Source: an optimization exercise on an open RTL-to-GDS flow (aim: small area and few clock cycles per item). Production flows keep margins and buffers that such runs may drop. In this exercise RTL edits were held to simulation tests only and were not proved equivalent to the original.

==> design.v <==
`timescale 1ns / 1ps
package d2d_pkg;
  localparam int unsigned RAW_W   = 16;
  localparam int unsigned D80_W   = 20;
  localparam int unsigned MDISP_W = 16;
  localparam int unsigned OFS_W   = 20;
  localparam int unsigned BIAS_W  = 21;
  localparam int unsigned DEN_W   = 21;
  localparam int unsigned FB_W    = 32;
  localparam int unsigned MD_W    = 32;
  localparam int unsigned NUM_W   = 39;
  localparam int unsigned DIVD_W  = 49;
  localparam int unsigned PROD_W  = MD_W + DEN_W;
  localparam int unsigned Q_W     = 32;
  localparam int unsigned VAL_W   = 32;
  localparam int unsigned CDATA_W = 32;
  localparam logic [MDISP_W-1:0] DISP_HIGH_MAX = 16'd950;
  localparam logic [D80_W-1:0]   UNITS_8BIT    = 20'd80;
  localparam logic [D80_W-1:0]   UNITS_8BIT_HI = 20'd8;
  localparam logic [D80_W-1:0]   UNITS_16BIT   = 20'd10;
  localparam logic [NUM_W-1:0]   UNITS_NUM     = 39'd80;
  localparam logic [DIVD_W-1:0]  UNITS_MM      = 49'd80000;
  localparam logic [VAL_W-1:0]   MM_SAT        = 32'h0000_FFFF;
  localparam logic [MDISP_W-1:0] RST_MAX_DISP  = 16'd95;
  localparam logic [MD_W-1:0]    RST_MAX_DEPTH = 32'hFFFF_FFFF;
  typedef enum logic [2:0] {
    REG_DISP_FMT   = 3'd0,
    REG_MAX_DISP   = 3'd1,
    REG_DRV_OFS    = 3'd2,
    REG_BIAS       = 3'd3,
    REG_FOCAL_BL   = 3'd4,
    REG_MAX_DEPTH  = 3'd5,
    REG_IGN_ZERO   = 3'd6,
    REG_DEPTH_FMT  = 3'd7
  } reg_idx_t;
  typedef struct packed {
    logic               disp_fmt;
    logic [MDISP_W-1:0] max_disp;
    logic [OFS_W-1:0]   drv_ofs;
    logic [BIAS_W-1:0]  bias;
    logic [FB_W-1:0]    focal_bl;
    logic [MD_W-1:0]    max_depth;
    logic               ign_zero;
    logic               depth_fmt;
  } cfg_t;
  localparam cfg_t CFG_RST = {1'b0, RST_MAX_DISP, {OFS_W{1'b0}}, {BIAS_W{1'b0}},
                              {FB_W{1'b0}}, RST_MAX_DEPTH, 1'b0, 1'b0};
  typedef struct packed {
    logic             ok;
    logic             ovf;
    logic [DEN_W-1:0] uden;
    logic [DEN_W-1:0] rem;
    logic [Q_W-1:0]   dq;
  } div_item_t;
endpackage
`timescale 1ns / 1ps
module d2d_cfg_regs (
  input  logic                         clk,
  input  logic                         rst_n,
  input  logic                         cfg_valid,
  output logic                         cfg_ready,
  input  logic [2:0]                   cfg_index,
  input  logic [d2d_pkg::CDATA_W-1:0]  cfg_data,
  output d2d_pkg::cfg_t                cfg
);
  d2d_pkg::cfg_t cfg_r;
  d2d_pkg::cfg_t cfg_nxt;
  assign cfg_ready = 1'b1;
  assign cfg       = cfg_r;
  always_comb begin
    cfg_nxt = cfg_r;
    if (cfg_valid) begin
      unique case (cfg_index)
        d2d_pkg::REG_DISP_FMT:  cfg_nxt.disp_fmt  = cfg_data[0];
        d2d_pkg::REG_MAX_DISP:  cfg_nxt.max_disp  = cfg_data[d2d_pkg::MDISP_W-1:0];
        d2d_pkg::REG_DRV_OFS:   cfg_nxt.drv_ofs   = cfg_data[d2d_pkg::OFS_W-1:0];
        d2d_pkg::REG_BIAS:      cfg_nxt.bias      = cfg_data[d2d_pkg::BIAS_W-1:0];
        d2d_pkg::REG_FOCAL_BL:  cfg_nxt.focal_bl  = cfg_data[d2d_pkg::FB_W-1:0];
        d2d_pkg::REG_MAX_DEPTH: cfg_nxt.max_depth = cfg_data[d2d_pkg::MD_W-1:0];
        d2d_pkg::REG_IGN_ZERO:  cfg_nxt.ign_zero  = cfg_data[0];
        d2d_pkg::REG_DEPTH_FMT: cfg_nxt.depth_fmt = cfg_data[0];
        default:                cfg_nxt = cfg_r;
      endcase
    end
  end
  always_ff @(posedge clk) begin
    if (!rst_n) begin
      cfg_r <= d2d_pkg::CFG_RST;
    end else begin
      cfg_r <= cfg_nxt;
    end
  end
endmodule
`timescale 1ns / 1ps
module d2d_front (
  input  logic                        clk,
  input  logic                        rst_n,
  input  logic                        ce,
  input  d2d_pkg::cfg_t               cfg,
  input  logic                        in_valid,
  input  logic [d2d_pkg::RAW_W-1:0]   in_raw,
  output logic                        div_valid,
  output d2d_pkg::div_item_t          div_item
);
  logic                        a_v_r;
  logic [d2d_pkg::D80_W-1:0]   a_d80_r;
  logic [d2d_pkg::D80_W-1:0]   a_d80_nxt;
  logic                        b_v_r;
  logic                        b_ok_r;
  logic                        b_ok_nxt;
  logic [d2d_pkg::DEN_W-1:0]   b_uden_r;
  logic [d2d_pkg::NUM_W-1:0]   b_num_r;
  logic [d2d_pkg::DIVD_W-1:0]  b_divd_r;
  logic [d2d_pkg::D80_W-1:0]   d_clamp;
  logic signed [d2d_pkg::DEN_W:0] den;
  logic                        c_v_r;
  logic                        c_ok_r;
  logic [d2d_pkg::DEN_W-1:0]   c_uden_r;
  logic [d2d_pkg::NUM_W-1:0]   c_num_r;
  logic [d2d_pkg::DIVD_W-1:0]  c_divd_r;
  logic [d2d_pkg::PROD_W-1:0]  c_prod_r;
  logic                        d_v_r;
  d2d_pkg::div_item_t          d_item_r;
  d2d_pkg::div_item_t          d_item_nxt;
  logic                        big;
  assign big = cfg.max_disp > d2d_pkg::DISP_HIGH_MAX;
  always_comb begin
    unique case ({cfg.disp_fmt, big})
      2'b00:   a_d80_nxt = d2d_pkg::D80_W'(in_raw[7:0]) * d2d_pkg::UNITS_8BIT;
      2'b01:   a_d80_nxt = d2d_pkg::D80_W'(in_raw[7:0]) * d2d_pkg::UNITS_8BIT_HI;
      2'b10:   a_d80_nxt = d2d_pkg::D80_W'(in_raw) * d2d_pkg::UNITS_16BIT;
      default: a_d80_nxt = d2d_pkg::D80_W'(in_raw);
    endcase
  end
  always_comb begin
    d_clamp  = (a_d80_r < cfg.drv_ofs) ? '0 : a_d80_r - cfg.drv_ofs;
    den      = $signed({2'b00, d_clamp}) + $signed({cfg.bias[d2d_pkg::BIAS_W-1], cfg.bias});
    b_ok_nxt = !den[d2d_pkg::DEN_W] && (den != '0) && !(cfg.ign_zero && (d_clamp == '0));
  end
  always_comb begin
    d_item_nxt.ok   = c_ok_r && !({{(d2d_pkg::PROD_W-d2d_pkg::NUM_W){1'b0}}, c_num_r} > c_prod_r);
    d_item_nxt.ovf  = {4'b0000, c_divd_r[d2d_pkg::DIVD_W-1:d2d_pkg::Q_W]} >= c_uden_r;
    d_item_nxt.uden = c_uden_r;
    d_item_nxt.rem  = {4'b0000, c_divd_r[d2d_pkg::DIVD_W-1:d2d_pkg::Q_W]};
    d_item_nxt.dq   = c_divd_r[d2d_pkg::Q_W-1:0];
  end
  always_ff @(posedge clk) begin
    if (!rst_n) begin
      a_v_r <= 1'b0;
      b_v_r <= 1'b0;
      c_v_r <= 1'b0;
      d_v_r <= 1'b0;
    end else if (ce) begin
      a_v_r <= in_valid;
      b_v_r <= a_v_r;
      c_v_r <= b_v_r;
      d_v_r <= c_v_r;
    end
  end
  always_ff @(posedge clk) begin
    if (ce) begin
      a_d80_r  <= a_d80_nxt;
      b_ok_r   <= b_ok_nxt;
      b_uden_r <= den[d2d_pkg::DEN_W-1:0];
      b_num_r  <= d2d_pkg::NUM_W'(cfg.focal_bl) * d2d_pkg::UNITS_NUM;
      b_divd_r <= cfg.depth_fmt ? {10'b0, d2d_pkg::NUM_W'(cfg.focal_bl) * d2d_pkg::UNITS_NUM}
                                : d2d_pkg::DIVD_W'(cfg.focal_bl) * d2d_pkg::UNITS_MM;
      c_ok_r   <= b_ok_r;
      c_uden_r <= b_uden_r;
      c_num_r  <= b_num_r;
      c_divd_r <= b_divd_r;
      c_prod_r <= d2d_pkg::PROD_W'(cfg.max_depth) * d2d_pkg::PROD_W'(b_uden_r);
      d_item_r <= d_item_nxt;
    end
  end
  assign div_valid = d_v_r;
  assign div_item  = d_item_r;
endmodule
`timescale 1ns / 1ps
module d2d_div (
  input  logic                clk,
  input  logic                rst_n,
  input  logic                ce,
  input  logic                src_valid,
  input  d2d_pkg::div_item_t  src_item,
  output logic                res_valid,
  output d2d_pkg::div_item_t  res_item
);
  localparam int unsigned NSTG = d2d_pkg::Q_W;
  localparam int unsigned IW   = 2 + 2*d2d_pkg::DEN_W + d2d_pkg::Q_W;
  logic [NSTG-1:0]         v_r;
  logic [NSTG*IW-1:0]      item_r;
  for (genvar g = 0; g < NSTG; g++) begin : g_stg
    logic                    v_in;
    d2d_pkg::div_item_t      i_in;
    logic [d2d_pkg::DEN_W:0] r2;
    logic                    ge;
    d2d_pkg::div_item_t      item_nxt;
    if (g == 0) begin : g_first
      assign v_in = src_valid;
      assign i_in = src_item;
    end else begin : g_link
      assign v_in = v_r[g-1];
      assign i_in = item_r[(g-1)*IW +: IW];
    end
    always_comb begin
      r2            = {i_in.rem, i_in.dq[d2d_pkg::Q_W-1]};
      ge            = r2 >= {1'b0, i_in.uden};
      item_nxt      = i_in;
      item_nxt.rem  = ge ? d2d_pkg::DEN_W'(r2 - {1'b0, i_in.uden})
                         : r2[d2d_pkg::DEN_W-1:0];
      item_nxt.dq   = {i_in.dq[d2d_pkg::Q_W-2:0], ge};
    end
    always_ff @(posedge clk) begin
      if (!rst_n) begin
        v_r[g] <= 1'b0;
      end else if (ce) begin
        v_r[g] <= v_in;
      end
    end
    always_ff @(posedge clk) begin
      if (ce) begin
        item_r[g*IW +: IW] <= item_nxt;
      end
    end
  end
  assign res_valid = v_r[NSTG-1];
  assign res_item  = item_r[(NSTG-1)*IW +: IW];
endmodule
`timescale 1ns / 1ps
module d2d_out (
  input  logic                        clk,
  input  logic                        rst_n,
  input  logic                        depth_fmt,
  input  logic                        up_valid,
  input  d2d_pkg::div_item_t          up_item,
  output logic                        up_ready,
  output logic                        out_tvalid,
  input  logic                        out_tready,
  output logic [d2d_pkg::VAL_W-1:0]   out_tdata,
  output logic                        out_tuser
);
  logic                        o_v_r;
  logic [d2d_pkg::VAL_W-1:0]   o_val_r;
  logic                        o_ok_r;
  logic                        s_v_r;
  logic [d2d_pkg::VAL_W-1:0]   s_val_r;
  logic                        s_ok_r;
  logic [d2d_pkg::VAL_W-1:0]   fmt_val;
  logic                        take;
  always_comb begin
    if (!up_item.ok) begin
      fmt_val = '0;
    end else if (depth_fmt) begin
      fmt_val = up_item.dq;
    end else if (up_item.ovf) begin
      fmt_val = d2d_pkg::MM_SAT;
    end else begin
      fmt_val = {16'b0, up_item.dq[d2d_pkg::Q_W-1:16]};
    end
  end
  assign up_ready = !s_v_r;
  assign take     = !o_v_r || out_tready;
  always_ff @(posedge clk) begin
    if (!rst_n) begin
      o_v_r <= 1'b0;
      s_v_r <= 1'b0;
    end else if (take) begin
      o_v_r <= s_v_r || up_valid;
      s_v_r <= 1'b0;
    end else if (up_valid && !s_v_r) begin
      s_v_r <= 1'b1;
    end
  end
  always_ff @(posedge clk) begin
    if (take) begin
      o_val_r <= s_v_r ? s_val_r : fmt_val;
      o_ok_r  <= s_v_r ? s_ok_r : up_item.ok;
    end else if (up_valid && !s_v_r) begin
      s_val_r <= fmt_val;
      s_ok_r  <= up_item.ok;
    end
  end
  assign out_tvalid = o_v_r;
  assign out_tdata  = o_val_r;
  assign out_tuser  = o_ok_r;
endmodule
`timescale 1ns / 1ps
module disparity_to_depth_pixel_core (
  input  logic                         clk,
  input  logic                         rst_n,
  input  logic                         in_tvalid,
  output logic                         in_tready,
  input  logic [15:0]                  in_tdata,    
  output logic                         out_tvalid,
  input  logic                         out_tready,
  output logic [31:0]                  out_tdata,   
  output logic                         out_tuser,   
  input  logic                         cfg_valid,
  output logic                         cfg_ready,
  input  logic [2:0]                   cfg_index,
  input  logic [31:0]                  cfg_data
);
  d2d_pkg::cfg_t      cfg;
  logic               ce;
  logic               front_v;
  d2d_pkg::div_item_t front_item;
  logic               div_v;
  d2d_pkg::div_item_t div_item;
  assign in_tready = ce;
  d2d_cfg_regs u_cfg (
    .clk       (clk),
    .rst_n     (rst_n),
    .cfg_valid (cfg_valid),
    .cfg_ready (cfg_ready),
    .cfg_index (cfg_index),
    .cfg_data  (cfg_data),
    .cfg       (cfg)
  );
  d2d_front u_front (
    .clk       (clk),
    .rst_n     (rst_n),
    .ce        (ce),
    .cfg       (cfg),
    .in_valid  (in_tvalid),
    .in_raw    (in_tdata),
    .div_valid (front_v),
    .div_item  (front_item)
  );
  d2d_div u_div (
    .clk       (clk),
    .rst_n     (rst_n),
    .ce        (ce),
    .src_valid (front_v),
    .src_item  (front_item),
    .res_valid (div_v),
    .res_item  (div_item)
  );
  d2d_out u_out (
    .clk        (clk),
    .rst_n      (rst_n),
    .depth_fmt  (cfg.depth_fmt),
    .up_valid   (div_v),
    .up_item    (div_item),
    .up_ready   (ce),
    .out_tvalid (out_tvalid),
    .out_tready (out_tready),
    .out_tdata  (out_tdata),
    .out_tuser  (out_tuser)
  );
endmodule
==> run.sh <==
#!/bin/bash
# synth_recipe.tcl (not shown) runs the flow's synth.tcl, then flattens the netlist and writes it again
# the make line also repeats each setting of config.mk as NAME=value (left out here)
make -C /OpenROAD-flow-scripts/flow DESIGN_CONFIG=/design/flow/config.mk WORK_HOME=/design/flow/orfs CLKGATE_MAP_FILE= SYNTH_SCRIPT=/design/flow/synth_recipe.tcl finish
==> config.mk <==
export PLATFORM = sky130hd
export DESIGN_NAME = disparity_to_depth_pixel_core
export DESIGN_NICKNAME = disparity_to_depth_pixel_core
export VERILOG_FILES = /design/flow/design.v
export SDC_FILE = /design/flow/constraint.sdc
export NUM_CORES = 4
export LEC_CHECK = 0
export CAP_MARGIN = 20
export CORE_MARGIN = 2
export CORE_UTILIZATION = 40
export SLEW_MARGIN = 20
==> constraint.sdc <==
create_clock -name core_clock -period 12.0 [get_ports {clk}]
set_input_delay 2.4000 -clock core_clock [delete_from_list [all_inputs] [get_ports {clk}]]
set_output_delay 2.4000 -clock core_clock [all_outputs]
set_load 0.01 [all_outputs]
==> out/metrics.yaml <==
routing:
  via_per_inst: 5.02
  dr.pass1.iters: 5
  ant_nets: 0
  routed_wl_mm: 331
  post-route-drc-count: 0
  first_iter_violations: 6299
  vias: 95400
  wl_per_cell_microns: 17.4
timing:
  fin_setup_tns_ns: 0
  hold_violations: 0
  finalSetupViolCount: 0
  slew_headroom: 0.234
  worst_pin_slew_ns: 1.15
  hold-worst-slack_ns: 0.364
  fin_crit_sh: 0.793
  rsz0062_at_grt: "false"
  finalCriticalPeriod_ns: 9.52
  worst_clock_skew_ns: 0.0869
  max_freq_ghz: 0.105
  slew_violations: 0
finish:
  nets: 15400
  mostFrequentLayoutCell: "edfxtp_1"
  final_util: 0.447
  area_growth_pct: 11.1
  drive_gt1_frac: 0.0661
  mostFrequentLayoutCells: "edfxtp_1, inv_1, ha_1, nand2_1, a21oi_1"
worst_hold_path:
  min_from: "u_front.c_divd_r[15]$_DFFE_PN_"
  min_path_cells: 0
  holdPathEnd: "u_front.d_item_r[15]$_DFFE_PN_"
  holdCritPathClass: "flop to flop"
critical_path:
  cp_slowest_cell: "dfxtp_1"
  cpMostUsedCell: "fa_1"
  crit_path_start_kind: "flop"
  critPathMaxFanout: 22
  r2r_cells: 24
  critPathKind: "flop to flop"
  r2r_setup_slack_ns: 2.48
  path_depth: 24
  cp_top_family: "adder cells"
  path_cells: "and2_1, fa_1, fa_1, inv_1, fa_1, inv_1, fa_1, fa_1, fa_1, inv_1, fa_1, inv_1, ha_1, nand4_1, nor4_1, o21ai_0, a31oi_1, o311ai_1, a21oi_1, o211ai_1, o2111a_1, nor3_1, mux2i_1, nand4_1"
  rr_endpoint: "u_front.c_prod_r[52]$_DFFE_PN_"
  required_ns: 12.63
  crit_arrival_ns: 10.15
  endpoint_kind: "flop"
  reg2reg_from: "u_cfg.cfg_r[19]$_SDFFE_PN1P_"
  critical_path.max_stage_delay_ns: 0.97
  cp_num_buf_inv: 4
place:
  globalplace.congestion: 0.844
  portBuffers: 90
  dp_hpwl_mm: 241
cts:
  ctsResizeCount: 0
  post_cts_buffers: 0
  cts_tree: "built"
  cts_max_level: 5
  cts-root-buf: "clkbuf_16"
  cts_buffers: 319
  cts.sinks: 2845
  holdBufCountCts: 0
  clkLatencyLatePin_ns: 0.93
  clk_pin_slew_ns: 0.06
  cts_buffer_depth: 4
synthesis:
  synthMuxAreaShare: 0.0228
  syn-cell-area_sq_um: 159000
  synth_top_family_by_area: "adder cells"
  synth_compound_area_frac: 0.0923
  synth_flop_cell: "edfxtp_1"
  synth.distinct_cells: 94
  synth_xor_area_frac: 0.0364
  synth-seq-cells: 2845
  yosysWarnings: 4
  async_flop_share: 0
  synth-edff-count: 2683
  synth_fa_ha_area_frac: 0.175
  synth_area_per_cell_sq_um: 12.0
  yosysSeqAreaShare: 0.527
  syn_nets: 15100
  synth-simple-area-share: 0.0932
  synthCells: 13300
floorplan:
  core_area_sq_um: 396000
  die_h_microns: 635
  die_x_microns: 635
  die_area_sq_um: 403000
  rows: 231
  initial_core_util: 0.402
  io_pins: 92
run_status:
  status: "timing/DRC/antenna clean"
grt:
  grt.total_usage: 0.161
  grt.overflow.total: 0
  grt_pass1_vias: 95100
  grt_pass1_wl_mm: 526
  grt_max_degree: 198
  antenna_found_initial: 8
job:
  drv_cap: 0
[logic make-up (layout without fill, tap and decap cells)]
logic type	Yosys count	in the layout
AO/OA/AOI/OAI	2314	2314
multiplexers	329	329
adder cells (fa/ha/maj)	1815	1815
buffers and inverters	2214	2678
other	1	4
XOR/XNOR	662	662
AND/OR/NAND/NOR	3095	3095
flip-flops	2845	2845
[area by class of cell]
type | count | area, sq um
antenna | 3 | 7.51
clock buffer | 391 | 8360
clock inverter | 190 | 2260
fill | 36400 | 219000
inverter | 1892 | 7110
multi-input combinational | 8216 | 66900
sequential | 2845 | 83800
tap | 5242 | 6560
timing repair buffer | 205 | 1820
[flip-flops by register name (all words and copies together), names as in the netlist, 35 cells and up]
name	count
u_front.b_num_r	35
u_front.d_item_r	68
u_cfg.cfg_r	124
u_div.item_r	2272
u_front.c_divd_r	45
u_front.c_num_r	35
u_front.c_prod_r	53
u_front.b_divd_r	45
[how the worst max path moves through the flow]
| stage | from | to |
|---|---|---|
| 2_1_floorplan | u_out.s_v_r$_SDFFE_PP0P_ | in_tready |
| 3_3_place_gp | u_cfg.cfg_r[10]$_SDFFE_PN1P_ | u_front.c_prod_r[52]$_DFFE_PN_ |
| 3_5_place_dp | u_cfg.cfg_r[10]$_SDFFE_PN1P_ | u_front.c_prod_r[52]$_DFFE_PN_ |
| 4_1_cts | u_cfg.cfg_r[10]$_SDFFE_PN1P_ | u_front.c_prod_r[52]$_DFFE_PN_ |
| 5_1_grt | u_cfg.cfg_r[11]$_SDFFE_PN1P_ | u_front.c_prod_r[52]$_DFFE_PN_ |
| 6_report | u_cfg.cfg_r[19]$_SDFFE_PN1P_ | u_front.c_prod_r[52]$_DFFE_PN_ |
[metrics by stage]
stage | cells | setup WS [ns] | instance area (sq um)
final | 19000 | 2.48 | 177000
after global routing | 19000 | 1.99 | 177000
after CTS | 19000 | 2.49 | 177000
after detailed placement | 18400 | 2.55 | 166000
after global placement | 18400 | 2.56 | 166000
after floorplan | 13300 | 2.84 | 159000
[layer usage]
metal	up-vias	share of wire	track usage
li1	46600	-	-
met1	46600	0.44	0.212
met2	1639	0.49	0.279
met3	521	0.037	0.0177
met4	2	0.031	0.0508
met5	-	0.000039	0
[synth_stat cells (all sizes together) (29+ instances only)]
cell type     n  area, sq um
a211oi       50          380
a21boi      134         1020
a21o        322         2420
a21oi       742         3720
a31oi        76          488
and2        405         2530
and3         65          407
buf          78          519
clkbuf      244          916
dfxtp       162         3240
edfxtp     2683        80600
fa          685        13700
ha         1130        14100
inv        1891         7100
mux2        250         2840
mux2i        79          791
nand2      1069         4010
nand2b      107          669
nand3       179          896
nand4       117          732
nor2        627         2350
nor2b       167         1040
nor3        154          796
nor4         49          313
o211ai       29          218
o21a         90          676
o21ai       505         2540
o21bai       76          574
o31ai        43          323
or2          33          206
or3          66          413
xnor2       399         3490
xor2        263         2300
Testbench counts, summed over its fixed seeds: cycles 49,776, items 48,000.

[what the ideal ports hide]
How much do the figures lean on ideal ports? The routed layout below was timed once more, with nothing changed but the port constraints.
Step 1 assumes that a clkbuf_16 drives the clock port and a buf_2 every other input.
Step 2 also shifts input and output timing later by t, the mid clock arrival at the registers, as if the neighbouring blocks saw the same clock.
Slacks: ideal / step 1 / step 2; pairs: ideal / step 1.
shift t [ns]: 0.986
setup WS [ns]: 2.483 / 2.483 / 2.483
slew at the worst register clock pin (ns): 0.06 / 0.06
After both steps this run still meets setup and hold. For this run, drivers alone change the setup slack by 0.000 ns; drivers and shift together by 0.000 ns.
